This is an optimization exercise on Yosys and OpenROAD, whose aim is small area, a short achievable clock period and few clock cycles per item, not a production implementation.
The RTL was checked by simulation tests, not by an equivalence proof against the original design.

==> run a: inputs <==
==> flow/design.v <==
package fspt_pkg;
	localparam int unsigned TICK_W  = 32;
	localparam int unsigned FRAME_W = 16;
	localparam int unsigned LOSS_W  = 8;
	localparam int unsigned LIMIT_W = TICK_W + LOSS_W;
	localparam logic [LOSS_W-1:0] LOSS_FRAMES_RESET = LOSS_W'(3);
	localparam logic REQ_CAPTURE = 1'b0;
	localparam logic REQ_POLL    = 1'b1;
	typedef struct packed {
		logic              req_type;
		logic [TICK_W-1:0] tick_value;
	} fspt_in_t;
	typedef struct packed {
		logic [FRAME_W-1:0] frame_count;
		logic [TICK_W-1:0]  last_capture;
		logic [TICK_W-1:0]  period_estimate;
		logic               in_sync;
		logic               sync_dropped;
	} fspt_out_t;
endpackage
module frame_sync_period_tracker (
	input  logic                                  clk,
	input  logic                                  arst_n,
	input  logic                                  cfg_we,
	input  logic [fspt_pkg::LOSS_W-1:0]           cfg_wdata,
	input  logic                                  in_valid,
	output logic                                  in_ready,
	input  fspt_pkg::fspt_in_t                    in_item,
	output logic                                  out_valid,
	input  logic                                  out_ready,
	output fspt_pkg::fspt_out_t                   out_item
);
	localparam int unsigned TW = fspt_pkg::TICK_W;
	logic                            h_valid;
	logic                            h_poll;
	logic [TW-1:0]                   h_tick;
	logic [TW-1:0]                   h_iv;       
	logic                            k_valid;
	logic                            k_poll;
	logic [TW-1:0]                   k_tick;
	logic                            out_valid_q;
	logic                            dropped_q;
	logic [fspt_pkg::LOSS_W-1:0]     loss_q;
	logic [fspt_pkg::FRAME_W-1:0]    frame_q;
	logic [TW-1:0]                   prev_q;
	logic [TW-1:0]                   period_q;
	logic                            locked_q;
	logic                            base_q;
	logic [TW:0]                     acc_q;      
	logic [2:0]                      idx_q;      
	logic                            exact_q;
	logic                            accept;
	logic                            slot_free;
	logic                            wait_poll;
	logic                            advance;
	logic                            is_cap;
	logic                            is_poll;
	logic                            h_load;
	assign in_ready  = !k_valid;
	assign accept    = in_valid && !k_valid;
	assign slot_free = !out_valid_q || out_ready;
	assign is_cap    = h_valid && !h_poll && slot_free;
	assign is_poll   = h_valid && h_poll && slot_free && !wait_poll;
	assign advance   = is_cap || is_poll;
	assign h_load    = advance || !h_valid;
	assign out_valid = out_valid_q;
	assign out_item.frame_count     = frame_q;
	assign out_item.last_capture    = prev_q;
	assign out_item.period_estimate = period_q;
	assign out_item.in_sync         = locked_q;
	assign out_item.sync_dropped    = dropped_q;
	logic                            n_poll;
	logic [TW-1:0]                   n_tick;
	logic [TW-1:0]                   n_base;
	logic [TW-1:0]                   n_iv;
	logic                            n_co;
	assign n_poll = k_valid ? k_poll : in_item.req_type;
	assign n_tick = k_valid ? k_tick : in_item.tick_value;
	assign n_base = (h_valid && !h_poll) ? h_tick : prev_q;
	fspt_add #(.W(TW)) u_interval (.a(n_tick), .b(~n_base), .cin(1'b1), .sum(n_iv), .cout(n_co));
	always_ff @(posedge clk or negedge arst_n) begin
		if (!arst_n) begin
			h_valid <= 1'b0;
			k_valid <= 1'b0;
		end else begin
			if (h_load)
				h_valid <= k_valid || accept;
			if (advance)
				k_valid <= 1'b0;
			else if (h_valid && accept)
				k_valid <= 1'b1;
		end
	end
	always_ff @(posedge clk) begin
		if (h_load) begin
			h_poll <= n_poll;
			h_tick <= n_tick;
			h_iv   <= n_iv;
		end
		if (!k_valid) begin
			k_poll <= in_item.req_type;
			k_tick <= in_item.tick_value;
		end
	end
	logic [TW-1:0]                   e_a, e_b, e_c, e_s, e_k;
	logic [TW-1:0]                   ema;
	logic                            ema_co;
	assign e_a = period_q;
	assign e_b = ~(period_q >> 2);
	assign e_c = h_iv >> 2;
	assign e_s = e_a ^ e_b ^ e_c;
	assign e_k = {((e_a & e_b) | (e_a & e_c) | (e_b & e_c)), 1'b0};
	fspt_add #(.W(TW)) u_ema (.a(e_s), .b(e_k), .cin(1'b1), .sum(ema), .cout(ema_co));
	logic [TW-1:0]                   ge_d;
	logic                            ge_co;
	logic                            ge;
	logic                            loss_zero;
	logic                            can_drop;
	logic                            drop_now;
	fspt_add #(.W(TW)) u_ge (.a(h_iv), .b(~acc_q[TW-1:0]), .cin(1'b1), .sum(ge_d), .cout(ge_co));
	assign ge = !acc_q[TW] && ge_co;
	assign loss_zero = loss_q == '0;
	assign can_drop  = locked_q && (period_q != '0);
	assign drop_now  = can_drop && (loss_zero || (ge && exact_q));
	assign wait_poll = h_poll && can_drop && !loss_zero && ge && !exact_q;
	logic [TW-1:0]                   period_d;
	assign period_d = (is_cap && base_q) ? (locked_q ? ema : h_iv) : period_q;
	logic [2:0]                      top;
	logic [2:0]                      top_new;
	logic [2:0]                      top_rs;
	logic                            restart;
	logic [TW-1:0]                   pm;
	logic [TW:0]                     u_lo;
	logic                            u_co;
	logic                            ovf;
	always_comb begin
		top = 3'd0;
		for (int i = 1; i < 8; i++)
			if (loss_q[i]) top = 3'(i);
		top_new = 3'd0;
		for (int i = 1; i < 8; i++)
			if (cfg_wdata[i]) top_new = 3'(i);
	end
	assign restart = (is_cap && base_q) || cfg_we;
	assign top_rs  = cfg_we ? top_new : top;
	assign pm      = period_q & {TW{loss_q[idx_q]}};
	fspt_add #(.W(TW+1)) u_horner (.a({acc_q[TW-1:0], 1'b0}), .b({1'b0, pm}), .cin(1'b0), .sum(u_lo), .cout(u_co));
	assign ovf     = acc_q[TW] || u_co || u_lo[TW];
	always_ff @(posedge clk or negedge arst_n) begin
		if (!arst_n) begin
			idx_q   <= 3'd0;
			exact_q <= 1'b0;
		end else if (restart) begin
			idx_q   <= top_rs - 3'd1;
			exact_q <= top_rs == 3'd0;
		end else if (!exact_q) begin
			idx_q   <= idx_q - 3'd1;
			exact_q <= idx_q == 3'd0;
		end
	end
	always_ff @(posedge clk) begin
		if (restart) begin
			acc_q <= {1'b0, period_d};
		end else if (!exact_q) begin
			acc_q <= {ovf, u_lo[TW-1:0]};
		end
	end
	always_ff @(posedge clk or negedge arst_n) begin
		if (!arst_n) begin
			out_valid_q <= 1'b0;
		end else if (advance) begin
			out_valid_q <= 1'b1;
		end else if (out_ready) begin
			out_valid_q <= 1'b0;
		end
	end
	always_ff @(posedge clk) begin
		if (advance) begin
			dropped_q <= h_poll && drop_now;
		end
	end
	always_ff @(posedge clk or negedge arst_n) begin
		if (!arst_n) begin
			loss_q   <= fspt_pkg::LOSS_FRAMES_RESET;
			frame_q  <= '0;
			prev_q   <= '0;
			period_q <= '0;
			locked_q <= 1'b0;
			base_q   <= 1'b0;
		end else begin
			if (cfg_we) begin
				loss_q <= cfg_wdata;
			end
			period_q <= period_d;
			if (is_cap) begin
				frame_q  <= frame_q + fspt_pkg::FRAME_W'(1);
				prev_q   <= h_tick;
				locked_q <= locked_q || base_q;
				base_q   <= 1'b1;
			end else if (is_poll && drop_now) begin
				locked_q <= 1'b0;
				base_q   <= 1'b0;
			end
		end
	end
endmodule
module fspt_add #(
	parameter int unsigned W = 32
) (
	input  logic [W-1:0] a,
	input  logic [W-1:0] b,
	input  logic         cin,
	output logic [W-1:0] sum,
	output logic         cout
);
	logic [W-1:0] p0, g0, g, p;
	assign p0 = a ^ b;
	assign g0 = a & b;
	always_comb begin
		g = g0;
		p = p0;
		g[0] = g0[0] | (p0[0] & cin);
		for (int l = 0; (1 << l) < W; l++) begin
			for (int j = 0; j < W; j++) begin
				if (((j >> l) & 1) != 0) begin
					g[j] = g[j] | (p[j] & g[((j >> l) << l) - 1]);
					p[j] = p[j] & p[((j >> l) << l) - 1];
				end
			end
		end
	end
	assign sum  = p0 ^ {g[W-2:0], cin};
	assign cout = g[W-1];
endmodule
==> flow/flow/run.sh <==
#!/bin/bash
# The standard layout (standard.sh: ORFS synthesis through finish), with
# one change: the buffers that ORFS puts on every input and output port are
# made from the plain sky130_fd_sc_hd__buf_1 cell instead of the delay-buffer
# cell buffer_ports picks by default. Timing repair may still resize them.
# ORFS's own per-step logs are kept under orfs/logs; the make output goes to
# standard.log in this folder.
set -euo pipefail
export BUFFER_PORTS_ARGS="-buffer_cell sky130_fd_sc_hd__buf_1"
bash standard.sh > standard.log 2>&1
==> flow/standard.sh <==
#!/bin/bash
# synth_recipe.tcl (not shown) runs the flow's synth.tcl, then flattens the netlist and writes it again
# the make line also repeats each setting of config.mk as NAME=value (left out here)
make -C /OpenROAD-flow-scripts/flow DESIGN_CONFIG=/design/flow/config.mk WORK_HOME=/design/flow/orfs CLKGATE_MAP_FILE= SYNTH_SCRIPT=/design/flow/synth_recipe.tcl "${@:-finish}"
==> flow/config.mk <==
export PLATFORM = sky130hd
export DESIGN_NAME = frame_sync_period_tracker
export DESIGN_NICKNAME = frame_sync_period_tracker
export VERILOG_FILES = /design/flow/design.v
export SDC_FILE = /design/flow/constraint.sdc
export NUM_CORES = 4
export LEC_CHECK = 0
export ABC_AREA = 1
export CAP_MARGIN = 20
export CORE_MARGIN = 2
export CORE_UTILIZATION = 60
export CTS_CLUSTER_DIAMETER = 150
export CTS_CLUSTER_SIZE = 15
export SETUP_SLACK_MARGIN = 4.5
export SLEW_MARGIN = 20
==> flow/constraint.sdc <==
create_clock -name core_clock -period 8.0 [get_ports {clk}]
set_input_delay 1.6000 -clock core_clock [delete_from_list [all_inputs] [get_ports {clk}]]
set_output_delay 1.6000 -clock core_clock [all_outputs]
set_load 0.01 [all_outputs]
==> run b: changes against run a <==
==> flow/design.v, changed modules only <==
module frame_sync_period_tracker (
	input  logic                                  clk,
	input  logic                                  arst_n,
	input  logic                                  cfg_we,
	input  logic [fspt_pkg::LOSS_W-1:0]           cfg_wdata,
	input  logic                                  in_valid,
	output logic                                  in_ready,
	input  fspt_pkg::fspt_in_t                    in_item,
	output logic                                  out_valid,
	input  logic                                  out_ready,
	output fspt_pkg::fspt_out_t                   out_item
);
	localparam int unsigned TW = fspt_pkg::TICK_W;
	logic                            h_valid;
	logic                            h_poll;
	logic [TW-1:0]                   h_tick;
	logic                            k_valid;
	logic                            k_poll;
	logic [TW-1:0]                   k_tick;
	logic                            out_valid_q;
	logic                            dropped_q;
	logic [fspt_pkg::LOSS_W-1:0]     loss_q;
	logic [fspt_pkg::FRAME_W-1:0]    frame_q;
	logic [TW-1:0]                   prev_q;
	logic [TW-1:0]                   period_q;
	logic                            locked_q;
	logic                            base_q;
	logic [TW:0]                     acc_q;      
	logic [2:0]                      idx_q;      
	logic                            exact_q;
	logic                            accept;
	logic                            slot_free;
	logic                            wait_poll;
	logic                            advance;
	logic                            is_cap;
	logic                            is_poll;
	assign in_ready  = !k_valid;
	assign accept    = in_valid && !k_valid;
	assign slot_free = !out_valid_q || out_ready;
	assign is_cap    = h_valid && !h_poll && slot_free;
	assign is_poll   = h_valid && h_poll && slot_free && !wait_poll;
	assign advance   = is_cap || is_poll;
	assign out_valid = out_valid_q;
	assign out_item.frame_count     = frame_q;
	assign out_item.last_capture    = prev_q;
	assign out_item.period_estimate = period_q;
	assign out_item.in_sync         = locked_q;
	assign out_item.sync_dropped    = dropped_q;
	always_ff @(posedge clk or negedge arst_n) begin
		if (!arst_n) begin
			h_valid <= 1'b0;
			k_valid <= 1'b0;
		end else begin
			if (advance || !h_valid)
				h_valid <= k_valid || accept;
			if (advance)
				k_valid <= 1'b0;
			else if (h_valid && accept)
				k_valid <= 1'b1;
		end
	end
	always_ff @(posedge clk) begin
		if (advance || !h_valid) begin
			if (k_valid) begin
				h_poll <= k_poll;
				h_tick <= k_tick;
			end else begin
				h_poll <= in_item.req_type;
				h_tick <= in_item.tick_value;
			end
		end
		if (!k_valid) begin
			k_poll <= in_item.req_type;
			k_tick <= in_item.tick_value;
		end
	end
	logic [TW-1:0]                   interval;
	logic                            no_wrap;    
	fspt_add #(.W(TW)) u_interval (.a(h_tick), .b(~prev_q), .cin(1'b1), .sum(interval), .cout(no_wrap));
	logic                            borrow;
	logic [TW-1:0]                   e_a, e_b, e_c, e_d;
	logic [TW-1:0]                   e_s1, e_c1, e_s2, e_c2;
	logic [TW-1:0]                   ema;
	assign borrow = h_tick[1:0] < prev_q[1:0];
	assign e_a  = period_q;
	assign e_b  = ~(period_q >> 2);
	assign e_c  = ~(prev_q >> 2);
	assign e_d  = {1'b0, !no_wrap, h_tick[TW-1:2]};   
	assign e_s1 = e_a ^ e_b ^ e_c;
	assign e_c1 = {((e_a & e_b) | (e_a & e_c) | (e_b & e_c)), 1'b0};
	assign e_s2 = e_s1 ^ e_c1 ^ e_d;
	assign e_c2 = {((e_s1 & e_c1) | (e_s1 & e_d) | (e_c1 & e_d)), !borrow};
	logic                            ema_co;
	fspt_add #(.W(TW)) u_ema (.a(e_s2), .b(e_c2), .cin(1'b1), .sum(ema), .cout(ema_co));
	logic [TW-1:0]                   th;
	logic [TW+1:0]                   w_s, w_c, w;
	logic                            ge;
	logic                            loss_zero;
	logic                            can_drop;
	logic                            drop_now;
	assign th     = acc_q[TW-1:0];
	assign w_s    = {2'b00, h_tick ^ ~prev_q ^ ~th};
	assign w_c    = {1'b0, ((h_tick & ~prev_q) | (h_tick & ~th) | (~prev_q & ~th)), 1'b0};
	logic [TW-2:0]                   w_lo;
	logic                            w_co;
	fspt_add #(.W(TW-1)) u_w (.a(w_s[TW-1:1]), .b(w_c[TW-1:1]), .cin(1'b1), .sum(w_lo), .cout(w_co));
	assign w      = {w_c[TW] & w_co, w_c[TW] ^ w_co, w_lo, w_s[0]};
	assign ge     = !acc_q[TW] && (no_wrap ? w[TW+1] : (w[TW+1] || w[TW]));
	assign loss_zero = loss_q == '0;
	assign can_drop  = locked_q && (period_q != '0);
	assign drop_now  = can_drop && (loss_zero || (ge && exact_q));
	assign wait_poll = h_poll && can_drop && !loss_zero && ge && !exact_q;
	logic [TW-1:0]                   period_d;
	assign period_d = (is_cap && base_q) ? (locked_q ? ema : interval) : period_q;
	logic [2:0]                      top;
	logic [2:0]                      top_new;
	logic [2:0]                      top_rs;
	logic                            restart;
	logic [TW-1:0]                   pm;
	logic [TW+1:0]                   u_s;
	logic                            ovf;
	always_comb begin
		top = 3'd0;
		for (int i = 1; i < 8; i++)
			if (loss_q[i]) top = 3'(i);
		top_new = 3'd0;
		for (int i = 1; i < 8; i++)
			if (cfg_wdata[i]) top_new = 3'(i);
	end
	assign restart = (is_cap && base_q) || cfg_we;
	assign top_rs  = cfg_we ? top_new : top;
	assign pm      = period_q & {TW{loss_q[idx_q]}};
	logic [TW:0]                     u_lo;
	logic                            u_co;
	fspt_add #(.W(TW+1)) u_horner (.a({acc_q[TW-1:0], 1'b0}), .b({1'b0, pm}), .cin(1'b0), .sum(u_lo), .cout(u_co));
	assign u_s     = {u_co, u_lo};
	assign ovf     = acc_q[TW] || u_s[TW+1] || u_s[TW];
	always_ff @(posedge clk or negedge arst_n) begin
		if (!arst_n) begin
			idx_q   <= 3'd0;
			exact_q <= 1'b0;
		end else if (restart) begin
			idx_q   <= top_rs - 3'd1;
			exact_q <= top_rs == 3'd0;
		end else if (!exact_q) begin
			idx_q   <= idx_q - 3'd1;
			exact_q <= idx_q == 3'd0;
		end
	end
	always_ff @(posedge clk) begin
		if (restart) begin
			acc_q <= {1'b0, period_d};
		end else if (!exact_q) begin
			acc_q <= {ovf, u_s[TW-1:0]};
		end
	end
	always_ff @(posedge clk or negedge arst_n) begin
		if (!arst_n) begin
			out_valid_q <= 1'b0;
		end else if (advance) begin
			out_valid_q <= 1'b1;
		end else if (out_ready) begin
			out_valid_q <= 1'b0;
		end
	end
	always_ff @(posedge clk) begin
		if (advance) begin
			dropped_q <= h_poll && drop_now;
		end
	end
	always_ff @(posedge clk or negedge arst_n) begin
		if (!arst_n) begin
			loss_q   <= fspt_pkg::LOSS_FRAMES_RESET;
			frame_q  <= '0;
			prev_q   <= '0;
			period_q <= '0;
			locked_q <= 1'b0;
			base_q   <= 1'b0;
		end else begin
			if (cfg_we) begin
				loss_q <= cfg_wdata;
			end
			period_q <= period_d;
			if (is_cap) begin
				frame_q  <= frame_q + fspt_pkg::FRAME_W'(1);
				prev_q   <= h_tick;
				locked_q <= locked_q || base_q;
				base_q   <= 1'b1;
			end else if (is_poll && drop_now) begin
				locked_q <= 1'b0;
				base_q   <= 1'b0;
			end
		end
	end
endmodule
==> flow/run.sh (new file) <==
#!/bin/bash
# synth_recipe.tcl (not shown) runs the flow's synth.tcl, then flattens the netlist and writes it again
# the make line also repeats each setting of config.mk as NAME=value (left out here)
make -C /OpenROAD-flow-scripts/flow DESIGN_CONFIG=/design/flow/config.mk WORK_HOME=/design/flow/orfs CLKGATE_MAP_FILE= SYNTH_SCRIPT=/design/flow/synth_recipe.tcl finish
- ABC_AREA: 1 -> unset
- CORE_UTILIZATION: 60 -> 40
- CTS_CLUSTER_DIAMETER: 150 -> unset
- CTS_CLUSTER_SIZE: 15 -> unset
- SETUP_SLACK_MARGIN: 4.5 -> 3.5
removed: flow/flow/run.sh
removed: flow/standard.sh
==> run summary <==
|  | run b | run a |
|---|---|---|
| Result of the run | complete, no violations | complete, no violations |
| Post-synthesis mux area share | 0.0478 | 0.000641 |
| Worst Setup Path Type | reg -> reg | in -> reg |
| Pre-CTS setup slack | 2.72 ns | 2.78 ns |
| Clock transition at the register clock pins on the worst setup and hold paths after CTS | 0.08 ns | 0.07 ns |
| Final cell area excluding filler cells | 17400 µm² | 17500 µm² |
| CTS Buf Count | 17 | 19 |
| Proportion of register bits with asynchronous set or reset after synthesis | 0.492 | 0.424 |
| Number of tap cells added at floorplan | 461 | 335 |
| Xor and xnor area share after synthesis | 0.0511 | 0.0252 |
| H-Tree Depth | 4 | 1 |
| First-pass GRT wire length | 63400 µm | 60100 µm |
| Main synth FF type | sky130_fd_sc_hd__dfrtp_1 | sky130_fd_sc_hd__edfxtp_1 |
| Synthesized-area fraction occupied by ao, oa, aoi and oai cells | 0.145 | 0.105 |
| Most frequent cell after synthesis | sky130_fd_sc_hd__inv_1 | sky130_fd_sc_hd__nand2_1 |
| Reg2Reg Launch Point | prev_q[4] | period_q[15] |
| Final worst slack | 3.45 ns | 4.57 ns |
Testbench counts of run a, summed over its fixed seeds: cycles 24,139, items 24,000.
Testbench counts of run b, summed over its fixed seeds: cycles 24,139, items 24,000.

## static timing again, ports no longer ideal
In the flow no input, the clock included, has a driving cell. The finished layouts below were timed again as built, in two steps.
Step 1 sets driving cells, clkbuf_16 on the clock port and buf_2 on the other inputs (assumed; they add their load-dependent delay and slew).
Step 2, shift: input delay + t, output delay - t, t = (earliest + latest rising clock arrival at the registers) / 2. This alone moves slack from input paths to output paths.
Three values: no drivers, after step 1, after step 2; two values: the first two.
| run | t (ns) | setup WS [ns] | hold WS [ns] | worst setup path after step 2 | cell pins on the clock port's net |
|---|---|---|---|---|---|
| run a | 0.536 | 4.572 / 4.597 / 4.061 | 0.462 / 0.462 / 0.462 | input to register | 1 |
| run b | 0.518 | 3.453 / 3.453 / 3.191 | 0.476 / 0.476 / 0.476 | input to register | 1 |
After both steps setup and hold are still met in every run listed. For run a, which loses most, drivers alone change the setup slack by +0.025 ns; drivers and shift together by -0.511 ns.
